Background: an optimization exercise with open tools, aiming at small area, a short achievable clock period and few clock cycles per item. Do not read the settings as production practice.
Function was checked by simulation only, so behaviour that the tests miss may differ from the original.
Treat power and IR drop as tool artefacts here; the default activity estimate runs too high for this design.

==> run a: inputs <==
// track_point_simplifier
module track_point_simplifier #(
    parameter int COORD_BITS = 24
) (
    input  wire          clk,
    input  wire          rst_n,
    input  wire                         in_valid,
    output logic                        in_ready,
    input  wire                         in_opcode,
    input  wire signed [COORD_BITS-1:0] in_x,
    input  wire signed [COORD_BITS-1:0] in_y,
    output logic                        out_valid,
    input  wire                         out_ready,
    output logic                        out_is_point,
    output logic signed [COORD_BITS-1:0] out_x,
    output logic signed [COORD_BITS-1:0] out_y,
    output logic                        out_accepted,
    output logic                        out_last,
    input  wire          psel,
    input  wire          penable,
    input  wire          pwrite,
    input  wire [2:0]    paddr,
    input  wire [31:0]   pwdata,
    output logic [31:0]  prdata,
    output logic         pready
);
make LEC_CHECK=0 CAP_MARGIN=5 CORE_MARGIN=2 CORE_UTILIZATION=55 SLEW_MARGIN=5 finish   # period 10.0 ns
run.sh (not shown) runs the stock make flow with config.mk's settings and CLKGATE_MAP_FILE= SYNTH_SCRIPT=/design/flow/synth_recipe.tcl, a recipe that flattens the netlist after the stock synthesis.
==> run b (differences from run a) <==
--- a/flow/design.v
+++ b/flow/design.v
@@ -141,23 +141,23 @@
     assign m4 = m4a * m4b;
     logic signed [25:0] vf;
     logic signed [22:0] dotf;
     assign vf   = {{2{pvp[23]}}, pvp[23:0]} + {{4{m1[21]}}, m1} + {{4{m2[21]}}, m2};
     assign dotf = {m3[21], m3} + {m4[21], m4};
     logic [21:0] s_sum;
     logic        lf_new;
-    assign s_sum  = dotf[21:0];
+    assign s_sum  = m3[21:0] + m4[21:0];
     assign lf_new = fit_a && fit_b && (thr[15:10] == 6'd0) && (s_sum[21:20] == 2'd0);
     logic               v_big;
-    logic signed [15:0] v16;
+    logic signed [16:0] v17;
     logic signed [41:0] vsq_r;
     logic               f_off;
-    assign v_big = !(q_vv[25:15] == {11{q_vv[15]}});
-    assign v16   = q_vv[15:0];
-    assign vsq_r = v16 * v16 - $signed({2'b0, rr_a}) - $signed({12'b0, rr_b, 10'b0})
+    assign v_big = !(q_vv[25:16] == {10{q_vv[16]}});
+    assign v17   = q_vv[16:0];
+    assign vsq_r = v17 * v17 - $signed({2'b0, rr_a}) - $signed({12'b0, rr_b, 10'b0})
                  - $signed({12'b0, rr_c, 10'b0}) - 42'sd1;
     assign f_off = !vsq_r[41];
     logic out_free, simple, commit, gen, advance, inval;
     logic off, dneg, d_drop, d_brk, d_ok;
     assign out_free = (!out_valid || out_ready) && !pend2;
     assign simple   = q_op || (seen != 2'd2);
     assign gen      = (ph == PH_GC);
@@ -278,15 +278,23 @@
             ir_v      <= 1'b0;
             q_v       <= 1'b0;
             q_st      <= 1'b0;
             pred_r    <= 1'b0;
             dsel_r    <= 1'b0;
             px        <= '0;
             py        <= '0;
+            tx        <= '0;
+            ty        <= '0;
+            dpx       <= '0;
+            dpy       <= '0;
+            la        <= '0;
+            lb        <= '0;
+            vp        <= '0;
             seen      <= '0;
+            tpe       <= 1'b1;
             r_valid   <= 1'b0;
             t2_valid  <= 1'b0;
             ph        <= PH_RUN;
             out_valid <= 1'b0;
             pend2     <= 1'b0;
         end
         else
@@ -345,38 +353,57 @@
                     r_valid <= 1'b1;
                     ph      <= PH_RUN;
                 end
                 PH_HV, PH_HD, PH_HR:
                     if (hh && (cnt == 7'd0))
                         ph <= (ph == PH_HV) ? PH_VADD : (ph == PH_HD) ? PH_E : PH_RADD;
                 PH_VADD:
+                begin
+                    vp <= ga_sum[50:0];
                     ph <= PH_HD;
+                end
                 PH_E:
                     if (hh && (cnt == 7'd67))
                         ph <= (tpe && !ga_sum[52]) ? PH_HR : PH_GC;
                 PH_RADD:
+                begin
+                    vp <= ga_sum[50:0];
                     ph <= PH_GC;
+                end
                 PH_GC:
                     if (commit)
                         ph <= PH_RUN;
                 default:
                     ph <= PH_RUN;
             endcase
             if (commit)
             begin
                 if (q_op)
                     seen <= 2'd0;
-                else if (take)
+                else if ((seen != 2'd2) ? !(seen == 2'd1 && q_eq)
+                                        : !d_drop && (!d_brk || d_ok))
                 begin
+                    tx  <= px;
+                    ty  <= py;
                     px  <= q_x;
                     py  <= q_y;
+                    dpx <= q_dx;
+                    dpy <= q_dy;
+                    tpe <= q_eq;
                     if (seen != 2'd2)
                         seen <= seen + 2'd1;
                     if ((seen == 2'd1) || ((seen == 2'd2) && d_brk))
+                    begin
+                        la      <= q_dy;
+                        lb      <= -q_dx;
+                        vp      <= '0;
                         r_valid <= 1'b0;
+                    end
+                    else if ((seen == 2'd2) && !gen)
+                        vp <= 51'(q_vv);
                 end
                 if (!q_op && (seen == 2'd2) && !d_drop && d_brk && mode)
                     pend2 <= 1'b1;
             end
         end
     end
     always_ff @(posedge clk)
@@ -388,32 +415,14 @@
             ir_y  <= in_y;
             ir_dx <= {in_x[23], in_x} - {lx[23], lx};
             ir_dy <= {in_y[23], in_y} - {ly[23], ly};
         end
         ir_ex  <= {ex[23], ex} - {px[23], px};
         ir_ey  <= {ey[23], ey} - {py[23], py};
         ir_pok <= !px_move;
-        if ((ph == PH_VADD) || (ph == PH_RADD))
-            vp <= ga_sum[50:0];
-        if (take)
-        begin
-            tx  <= px;
-            ty  <= py;
-            dpx <= q_dx;
-            dpy <= q_dy;
-            tpe <= q_eq;
-            if ((seen == 2'd1) || ((seen == 2'd2) && d_brk))
-            begin
-                la <= q_dy;
-                lb <= -q_dx;
-                vp <= '0;
-            end
-            else if ((seen == 2'd2) && !gen)
-                vp <= 51'(q_vv);
-        end
         if (advance)
         begin
             q_op  <= ir_op;
             q_x   <= ir_x;
             q_y   <= ir_y;
             q_tx  <= ir_dx;
             q_ty  <= ir_dy;
==> flow/config.mk (replaced) <==
export PLATFORM = sky130hd
export DESIGN_NAME = track_point_simplifier
export DESIGN_NICKNAME = track_point_simplifier
export VERILOG_FILES = /design/flow/design.v
export SDC_FILE = /design/flow/constraint.sdc
export NUM_CORES = 4
export LEC_CHECK = 0
export CAP_MARGIN = 20
export CORE_MARGIN = 2
export CORE_UTILIZATION = 40
export SLEW_MARGIN = 20
==> run c (differences from run a) <==
--- a/flow/design.v
+++ b/flow/design.v
@@ -37,14 +37,15 @@
     localparam logic [3:0] PH_VADD = 4'd4;   
     localparam logic [3:0] PH_HD   = 4'd5;   
     localparam logic [3:0] PH_E    = 4'd6;   
     localparam logic [3:0] PH_HR   = 4'd7;   
     localparam logic [3:0] PH_RADD = 4'd8;   
     localparam logic [3:0] PH_GC   = 4'd9;   
     localparam logic [3:0] PH_RDO  = 4'd10;  
+    localparam logic [3:0] PH_RS3  = 4'd11;  
     logic [15:0] thr;
     logic        mode;
     logic        cfg_write;
     assign pready    = 1'b1;
     assign cfg_write = psel && penable && pwrite;
     assign prdata    = paddr[2] ? {31'd0, mode} : {16'd0, thr};
     logic               ir_v, ir_op;
@@ -58,16 +59,16 @@
     logic signed [24:0] q_tx, q_ty;      
     logic signed [25:0] q_vv;
     logic signed [23:0] px, py, tx, ty;
     logic signed [24:0] dpx, dpy;
     logic signed [24:0] la, lb;
     logic signed [50:0] vp;
     logic [1:0]         seen;
-    logic [39:0]        rr_a;
-    logic [19:0]        rr_b, rr_c;
+    logic [19:0]        rr_lo, rr_hi;
+    logic [20:0]        rr_mid;      
     logic               r_valid, l_fast;
     logic [19:0]        t2;
     logic               t2_valid;
     logic [3:0]         ph;
     logic               hh;
     logic [6:0]         cnt;
     logic signed [52:0] ga;
@@ -102,14 +103,15 @@
     assign fit_px = (pdx[24:10] == {15{pdx[10]}});
     assign fit_py = (pdy[24:10] == {15{pdy[10]}});
     assign fit_a  = (la[24:10]  == {15{la[10]}});
     assign fit_b  = (lb[24:10]  == {15{lb[10]}});
     assign s1_fit = fit_dx && fit_dy && fit_px && fit_py && pvp_fit;
     logic signed [10:0] m1a, m1b, m2a, m2b, m3a, m3b, m4a, m4b;
     logic signed [21:0] m1, m2, m3, m4;
+    logic signed [25:0] vx;
     logic [9:0]         s0, s1, t0, t1;
     assign s0 = ga[9:0];
     assign s1 = ga[19:10];
     assign t0 = t2[9:0];
     assign t1 = t2[19:10];
     always_comb
     begin
@@ -122,43 +124,50 @@
             m3a = la[10:0]; m3b = la[10:0];
             m4a = lb[10:0]; m4b = lb[10:0];
         end
         if (ph == PH_RS1)
         begin
             m1a = {1'b0, thr[9:0]};
             m1b = {1'b0, thr[9:0]};
+            m2b = '0;
         end
         if (ph == PH_RS2)
         begin
-            m1a = {1'b0, t0}; m1b = {1'b0, s0};
-            m2a = {1'b0, t1}; m2b = {1'b0, s0};
-            m3a = {1'b0, t0}; m3b = {1'b0, s1};
-            m4a = {1'b0, t1}; m4b = {1'b0, s1};
+            m1a = {1'b0, t1}; m1b = {1'b0, s0};
+            m2a = {1'b0, t0}; m2b = {1'b0, s1};
+            m3a = {1'b0, t0}; m3b = {1'b0, s0};
+            m4b = '0;
+        end
+        if (ph == PH_RS3)
+        begin
+            m1a = {1'b0, t1}; m1b = {1'b0, s1};
+            m2b = '0;
         end
     end
+    assign vx = ((ph == PH_RUN) || (ph == PH_RDO)) ? {{2{pvp[23]}}, pvp[23:0]} : 26'sd0;
     assign m1 = m1a * m1b;
     assign m2 = m2a * m2b;
     assign m3 = m3a * m3b;
     assign m4 = m4a * m4b;
     logic signed [25:0] vf;
     logic signed [22:0] dotf;
-    assign vf   = {{2{pvp[23]}}, pvp[23:0]} + {{4{m1[21]}}, m1} + {{4{m2[21]}}, m2};
+    assign vf   = vx + {{4{m1[21]}}, m1} + {{4{m2[21]}}, m2};
     assign dotf = {m3[21], m3} + {m4[21], m4};
     logic [21:0] s_sum;
     logic        lf_new;
     assign s_sum  = dotf[21:0];
     assign lf_new = fit_a && fit_b && (thr[15:10] == 6'd0) && (s_sum[21:20] == 2'd0);
     logic               v_big;
     logic signed [15:0] v16;
     logic signed [41:0] vsq_r;
     logic               f_off;
     assign v_big = !(q_vv[25:15] == {11{q_vv[15]}});
     assign v16   = q_vv[15:0];
-    assign vsq_r = v16 * v16 - $signed({2'b0, rr_a}) - $signed({12'b0, rr_b, 10'b0})
-                 - $signed({12'b0, rr_c, 10'b0}) - 42'sd1;
+    assign vsq_r = v16 * v16 - $signed({2'b0, rr_hi, rr_lo}) - $signed({11'b0, rr_mid, 10'b0})
+                 - 42'sd1;
     assign f_off = !vsq_r[41];
     logic out_free, simple, commit, gen, advance, inval;
     logic off, dneg, d_drop, d_brk, d_ok;
     assign out_free = (!out_valid || out_ready) && !pend2;
     assign simple   = q_op || (seen != 2'd2);
     assign gen      = (ph == PH_GC);
     assign commit   = q_v && !q_st && out_free &&
@@ -337,14 +346,22 @@
                 begin
                     t2_valid <= 1'b1;
                     ph       <= PH_RS2;
                 end
                 PH_RDO:
                     ph <= PH_RS2;
                 PH_RS2:
+                    if ((t1 == 10'd0) || (s1 == 10'd0))
+                    begin
+                        r_valid <= 1'b1;
+                        ph      <= PH_RUN;
+                    end
+                    else
+                        ph <= PH_RS3;
+                PH_RS3:
                 begin
                     r_valid <= 1'b1;
                     ph      <= PH_RUN;
                 end
                 PH_HV, PH_HD, PH_HR:
                     if (hh && (cnt == 7'd0))
                         ph <= (ph == PH_HV) ? PH_VADD : (ph == PH_HD) ? PH_E : PH_RADD;
@@ -485,22 +502,24 @@
             end
             PH_RS1, PH_RDO:
             begin
                 ga       <= '0;
                 ga[21:0] <= s_sum;
                 l_fast   <= lf_new;
                 if (ph == PH_RS1)
-                    t2 <= m1[19:0];
+                    t2 <= vf[19:0];
             end
             PH_RS2:
             begin
-                rr_a <= {m4[19:0], m1[19:0]};
-                rr_b <= m2[19:0];
-                rr_c <= m3[19:0];
+                rr_lo  <= dotf[19:0];
+                rr_mid <= vf[20:0];
+                rr_hi  <= '0;
             end
+            PH_RS3:
+                rr_hi <= vf[19:0];
             PH_HV, PH_HD, PH_HR:
             begin
                 ga <= ga_sum;
                 hh <= !hh;
                 if (hh)
                 begin
                     cnt <= cnt - 7'd1;
==> flow/config.mk (replaced) <==
export PLATFORM = sky130hd
export DESIGN_NAME = track_point_simplifier
export DESIGN_NICKNAME = track_point_simplifier
export VERILOG_FILES = /design/flow/design.v
export SDC_FILE = /design/flow/constraint.sdc
export NUM_CORES = 4
export LEC_CHECK = 0
export CAP_MARGIN = 20
export CORE_MARGIN = 2
export CORE_UTILIZATION = 40
export SLEW_MARGIN = 20
==> run d (differences from run a) <==
--- a/flow/design.v
+++ b/flow/design.v
@@ -45,21 +45,18 @@
     logic        mode;
     logic        cfg_write;
     assign pready    = 1'b1;
     assign cfg_write = psel && penable && pwrite;
     assign prdata    = paddr[2] ? {31'd0, mode} : {16'd0, thr};
     logic               ir_v, ir_op;
     logic signed [23:0] ir_x, ir_y;
-    logic signed [24:0] ir_dx, ir_dy;    
-    logic signed [24:0] ir_ex, ir_ey;    
-    logic               ir_pok;          
+    logic signed [24:0] ir_dx, ir_dy;
     logic               q_v, q_st, q_op, q_dn, q_fit, q_eq;
     logic signed [23:0] q_x, q_y;
     logic signed [24:0] q_dx, q_dy;
-    logic signed [24:0] q_tx, q_ty;      
     logic signed [25:0] q_vv;
     logic signed [23:0] px, py, tx, ty;
     logic signed [24:0] dpx, dpy;
     logic signed [24:0] la, lb;
     logic signed [50:0] vp;
     logic [1:0]         seen;
     logic [39:0]        rr_a;
@@ -73,33 +70,35 @@
     logic signed [52:0] ga;
     logic signed [26:0] gs;
     logic [16:0]        gt;
     logic               sbit, tsbit, g_off, g_dot;
     logic               pend2, pend_ok;
     logic tpe;         
     logic               pred_t, pred_r, pred_n, s1_eq;
-    logic               dsel_r, dsel_n, dx_ok;
     logic signed [23:0] ppx, ppy;
     logic signed [24:0] pdx, pdy;
     logic signed [25:0] pvp;
     logic               pvp_fit;
-    logic signed [24:0] dx, dy;
-    logic signed [23:0] lx, ly, ex, ey;
+    logic signed [24:0] dx, dy, dxd, dyd;
+    logic signed [23:0] lx, ly, sx, sy;
     assign lx = ir_v ? ir_x : q_x;
     assign ly = ir_v ? ir_y : q_y;
     assign pred_t  = pred_r && !q_st;
     assign ppx     = pred_t ? q_x  : px;
     assign ppy     = pred_t ? q_y  : py;
     assign pdx     = pred_t ? q_dx : dpx;
     assign pdy     = pred_t ? q_dy : dpy;
     assign pvp     = pred_t ? q_vv : vp[25:0];
     assign pvp_fit = pred_t ? (q_vv[25:23] == {3{q_vv[23]}}) : (vp[50:23] == {28{vp[23]}});
-    assign dx      = q_st ? q_tx : dsel_r ? ir_dx : ir_ex;
-    assign dy      = q_st ? q_ty : dsel_r ? ir_dy : ir_ey;
-    assign dx_ok   = q_st || dsel_r || ir_pok;
+    assign sx      = q_st ? q_x : ir_x;
+    assign sy      = q_st ? q_y : ir_y;
+    assign dxd     = {sx[23], sx} - {px[23], px};
+    assign dyd     = {sy[23], sy} - {py[23], py};
+    assign dx      = pred_t ? ir_dx : dxd;
+    assign dy      = pred_t ? ir_dy : dyd;
     logic fit_dx, fit_dy, fit_px, fit_py, fit_a, fit_b, s1_fit;
     assign fit_dx = (dx[24:10]  == {15{dx[10]}});
     assign fit_dy = (dy[24:10]  == {15{dy[10]}});
     assign fit_px = (pdx[24:10] == {15{pdx[10]}});
     assign fit_py = (pdy[24:10] == {15{pdy[10]}});
     assign fit_a  = (la[24:10]  == {15{la[10]}});
     assign fit_b  = (lb[24:10]  == {15{lb[10]}});
@@ -141,23 +140,23 @@
     assign m4 = m4a * m4b;
     logic signed [25:0] vf;
     logic signed [22:0] dotf;
     assign vf   = {{2{pvp[23]}}, pvp[23:0]} + {{4{m1[21]}}, m1} + {{4{m2[21]}}, m2};
     assign dotf = {m3[21], m3} + {m4[21], m4};
     logic [21:0] s_sum;
     logic        lf_new;
-    assign s_sum  = dotf[21:0];
+    assign s_sum  = m3[21:0] + m4[21:0];
     assign lf_new = fit_a && fit_b && (thr[15:10] == 6'd0) && (s_sum[21:20] == 2'd0);
     logic               v_big;
-    logic signed [15:0] v16;
+    logic signed [16:0] v17;
     logic signed [41:0] vsq_r;
     logic               f_off;
-    assign v_big = !(q_vv[25:15] == {11{q_vv[15]}});
-    assign v16   = q_vv[15:0];
-    assign vsq_r = v16 * v16 - $signed({2'b0, rr_a}) - $signed({12'b0, rr_b, 10'b0})
+    assign v_big = !(q_vv[25:16] == {10{q_vv[16]}});
+    assign v17   = q_vv[16:0];
+    assign vsq_r = v17 * v17 - $signed({2'b0, rr_a}) - $signed({12'b0, rr_b, 10'b0})
                  - $signed({12'b0, rr_c, 10'b0}) - 42'sd1;
     assign f_off = !vsq_r[41];
     logic out_free, simple, commit, gen, advance, inval;
     logic off, dneg, d_drop, d_brk, d_ok;
     assign out_free = (!out_valid || out_ready) && !pend2;
     assign simple   = q_op || (seen != 2'd2);
     assign gen      = (ph == PH_GC);
@@ -168,18 +167,18 @@
     assign d_drop = !off && tpe;
     assign d_brk  = off || (!tpe && dneg);
     assign d_ok   = !q_eq;
     logic redo, s1_load;
     logic nq_v, nq_op, nq_eq, ntpe;
     logic [1:0] nseen;
     assign inval   = !q_op && (((seen == 2'd1) && !q_eq) || ((seen == 2'd2) && d_brk));
-    assign advance = (ph == PH_RUN) && ir_v && (!q_v || (commit && !gen)) && dx_ok;
+    assign advance = (ph == PH_RUN) && ir_v && (!q_v || (commit && !gen));
     assign redo    = q_st && ((ph == PH_RUN) || (ph == PH_RDO));
     assign s1_load = advance || redo;
-    assign s1_eq   = (dx == 25'd0) && (dy == 25'd0);
+    assign s1_eq   = (sx == ppx) && (sy == ppy);
     assign nq_v  = advance || (q_v && !commit);
     assign nq_op = advance ? ir_op : q_op;
     assign nq_eq = s1_load ? s1_eq : q_eq;
     always_comb
     begin
         nseen = seen;
         ntpe  = tpe;
@@ -193,21 +192,14 @@
             begin
                 nseen = seen + 2'd1;
                 ntpe  = q_eq;
             end
         end
     end
     assign pred_n = nq_v && !nq_op && ((nseen != 2'd2) ? !((nseen == 2'd1) && nq_eq) : !ntpe);
-    assign dsel_n = nq_v && (nq_op || !((nseen == 2'd2) && ntpe));
-    logic take, px_move;
-    assign take    = commit && !q_op && ((seen != 2'd2) ? !((seen == 2'd1) && q_eq)
-                                                          : (!d_drop && (!d_brk || d_ok)));
-    assign px_move = take && !q_eq;
-    assign ex      = (in_valid && in_ready) ? in_x : ir_x;
-    assign ey      = (in_valid && in_ready) ? in_y : ir_y;
     logic rdo_go;
     assign rdo_go = commit && !gen && (ph == PH_RUN) && inval && pred_t && ir_v && t2_valid
                  && ((seen == 2'd1) || d_ok);
     assign in_ready = !ir_v || advance;
     logic [4:0]         idx;
     logic               xbit, ybit, abit, bbit, vbit;
     logic [6:0]         vi;
@@ -275,18 +267,25 @@
         begin
             thr       <= '0;
             mode      <= 1'b0;
             ir_v      <= 1'b0;
             q_v       <= 1'b0;
             q_st      <= 1'b0;
             pred_r    <= 1'b0;
-            dsel_r    <= 1'b0;
             px        <= '0;
             py        <= '0;
+            tx        <= '0;
+            ty        <= '0;
+            dpx       <= '0;
+            dpy       <= '0;
+            la        <= '0;
+            lb        <= '0;
+            vp        <= '0;
             seen      <= '0;
+            tpe       <= 1'b1;
             r_valid   <= 1'b0;
             t2_valid  <= 1'b0;
             ph        <= PH_RUN;
             out_valid <= 1'b0;
             pend2     <= 1'b0;
         end
         else
@@ -307,15 +306,14 @@
             else if (advance)
                 ir_v <= 1'b0;
             if (advance)
                 q_v <= 1'b1;
             else if (commit)
                 q_v <= 1'b0;
             pred_r <= pred_n;
-            dsel_r <= dsel_n;
             if (advance)
                 q_st <= commit && inval;
             else if (redo)
                 q_st <= 1'b0;
             if (commit || (pend2 && out_ready))
                 out_valid <= 1'b1;
             else if (out_ready)
@@ -345,38 +343,57 @@
                     r_valid <= 1'b1;
                     ph      <= PH_RUN;
                 end
                 PH_HV, PH_HD, PH_HR:
                     if (hh && (cnt == 7'd0))
                         ph <= (ph == PH_HV) ? PH_VADD : (ph == PH_HD) ? PH_E : PH_RADD;
                 PH_VADD:
+                begin
+                    vp <= ga_sum[50:0];
                     ph <= PH_HD;
+                end
                 PH_E:
                     if (hh && (cnt == 7'd67))
                         ph <= (tpe && !ga_sum[52]) ? PH_HR : PH_GC;
                 PH_RADD:
+                begin
+                    vp <= ga_sum[50:0];
                     ph <= PH_GC;
+                end
                 PH_GC:
                     if (commit)
                         ph <= PH_RUN;
                 default:
                     ph <= PH_RUN;
             endcase
             if (commit)
             begin
                 if (q_op)
                     seen <= 2'd0;
-                else if (take)
+                else if ((seen != 2'd2) ? !(seen == 2'd1 && q_eq)
+                                        : !d_drop && (!d_brk || d_ok))
                 begin
+                    tx  <= px;
+                    ty  <= py;
                     px  <= q_x;
                     py  <= q_y;
+                    dpx <= q_dx;
+                    dpy <= q_dy;
+                    tpe <= q_eq;
                     if (seen != 2'd2)
                         seen <= seen + 2'd1;
                     if ((seen == 2'd1) || ((seen == 2'd2) && d_brk))
+                    begin
+                        la      <= q_dy;
+                        lb      <= -q_dx;
+                        vp      <= '0;
                         r_valid <= 1'b0;
+                    end
+                    else if ((seen == 2'd2) && !gen)
+                        vp <= 51'(q_vv);
                 end
                 if (!q_op && (seen == 2'd2) && !d_drop && d_brk && mode)
                     pend2 <= 1'b1;
             end
         end
     end
     always_ff @(posedge clk)
@@ -385,42 +402,19 @@
         begin
             ir_op <= in_opcode;
             ir_x  <= in_x;
             ir_y  <= in_y;
             ir_dx <= {in_x[23], in_x} - {lx[23], lx};
             ir_dy <= {in_y[23], in_y} - {ly[23], ly};
         end
-        ir_ex  <= {ex[23], ex} - {px[23], px};
-        ir_ey  <= {ey[23], ey} - {py[23], py};
-        ir_pok <= !px_move;
-        if ((ph == PH_VADD) || (ph == PH_RADD))
-            vp <= ga_sum[50:0];
-        if (take)
-        begin
-            tx  <= px;
-            ty  <= py;
-            dpx <= q_dx;
-            dpy <= q_dy;
-            tpe <= q_eq;
-            if ((seen == 2'd1) || ((seen == 2'd2) && d_brk))
-            begin
-                la <= q_dy;
-                lb <= -q_dx;
-                vp <= '0;
-            end
-            else if ((seen == 2'd2) && !gen)
-                vp <= 51'(q_vv);
-        end
         if (advance)
         begin
             q_op  <= ir_op;
             q_x   <= ir_x;
             q_y   <= ir_y;
-            q_tx  <= ir_dx;
-            q_ty  <= ir_dy;
         end
         if (s1_load)
         begin
             q_dx  <= dx;
             q_dy  <= dy;
             q_eq  <= s1_eq;
             q_vv  <= vf;
==> flow/config.mk (replaced) <==
export PLATFORM = sky130hd
export DESIGN_NAME = track_point_simplifier
export DESIGN_NICKNAME = track_point_simplifier
export VERILOG_FILES = /design/flow/design.v
export SDC_FILE = /design/flow/constraint.sdc
export NUM_CORES = 4
export LEC_CHECK = 0
export CAP_MARGIN = 20
export CORE_MARGIN = 2
export CORE_UTILIZATION = 40
export SLEW_MARGIN = 20
==> notes.md <==
Logic pwr share: run c 93.6%; run a 83.9%; run d 95.0%; run b 93.1%
Post-route design area: run c 88200 µm²; run a 90000 µm²; run d 93300 µm²; run b 92300 µm²
Total power: run c 0.216 W; run a 0.0641 W; run d 0.361 W; run b 0.257 W
Arrival time worst endpoint: run c 10.03 ns; run a 10.25 ns; run d 10.25 ns; run b 9.96 ns
Start of the worst register-to-register path: run c ph[3]; run a q_vv[8]; run d q_st; run b q_st
Post-synthesis share of cell area spent on xor and xnor gates: run c 3.91%; run a 4.25%; run d 4.94%; run b 4.15%
Antenna diode instance count: run c 6; run a 5; run d 2; run b 2
Slew headroom: run c 24.9%; run a 15.7%; run d 26.1%; run b 25.4%
Worst-case reg-to-reg path depth: run c 37; run a 24; run d 43; run b 33
Fraction of met3 tracks used by global routing: run c 3.29%; run a 6.28%; run d 4.03%; run b 5.05%
Grt met1 use: run c 32.6%; run a 45.9%; run d 35.2%; run b 33.5%
Avg Inst Size Synth: run c 9.54 µm²; run a 9.68 µm²; run d 9.14 µm²; run b 9.53 µm²
WHS Endpoint: run c q_tx[20]; run a q_ty[0]; run d q_x[0]; run b q_ty[6]
Outcome: run c no timing/DRC/antenna violations; run a no timing/DRC/antenna violations; run d no timing/DRC/antenna violations; run b no timing/DRC/antenna violations
Highest ir drop seen on vdd: run c 0.00469 V; run a 0.00201 V; run d 0.00640 V; run b 0.00575 V
Testbench counts of run a, summed over its fixed seeds: cycles 5,582, items 4,144.
Testbench counts of run b, summed over its fixed seeds: cycles 5,582, items 4,144.
Testbench counts of run c, summed over its fixed seeds: cycles 5,730, items 4,144.
Testbench counts of run d, summed over its fixed seeds: cycles 5,582, items 4,144.

[what the ideal ports hide]
The results above use ideal ports. As a check the final layouts listed here were re-extracted and re-timed, cells and wires unchanged.
Step 1, drivers: a clkbuf_16 drives clk and a buf_2 each remaining input, both assumed.
Step 2 moves the port delays by t, midway between the first and last clock arrival at a register: inputs arrive t later, outputs are due t later. That takes back most of the time a late clock gives input paths.
a / b / c = ideal / step 1 / step 2; a / b = the first two.
run	shift t [ns]	setup slack, ns	worst slew at a driven data input, ns	pins driven straight from the clock port
run a	0.809	0.350 / 0.350 / 0.350	0.06	1
run b	0.845	0.529 / 0.529 / 0.529	0.13	1
run c	0.810	0.375 / 0.375 / 0.375	0.05	1
run d	0.829	0.242 / 0.242 / 0.242	0.05	1
After both steps setup and hold are still met in every run listed.
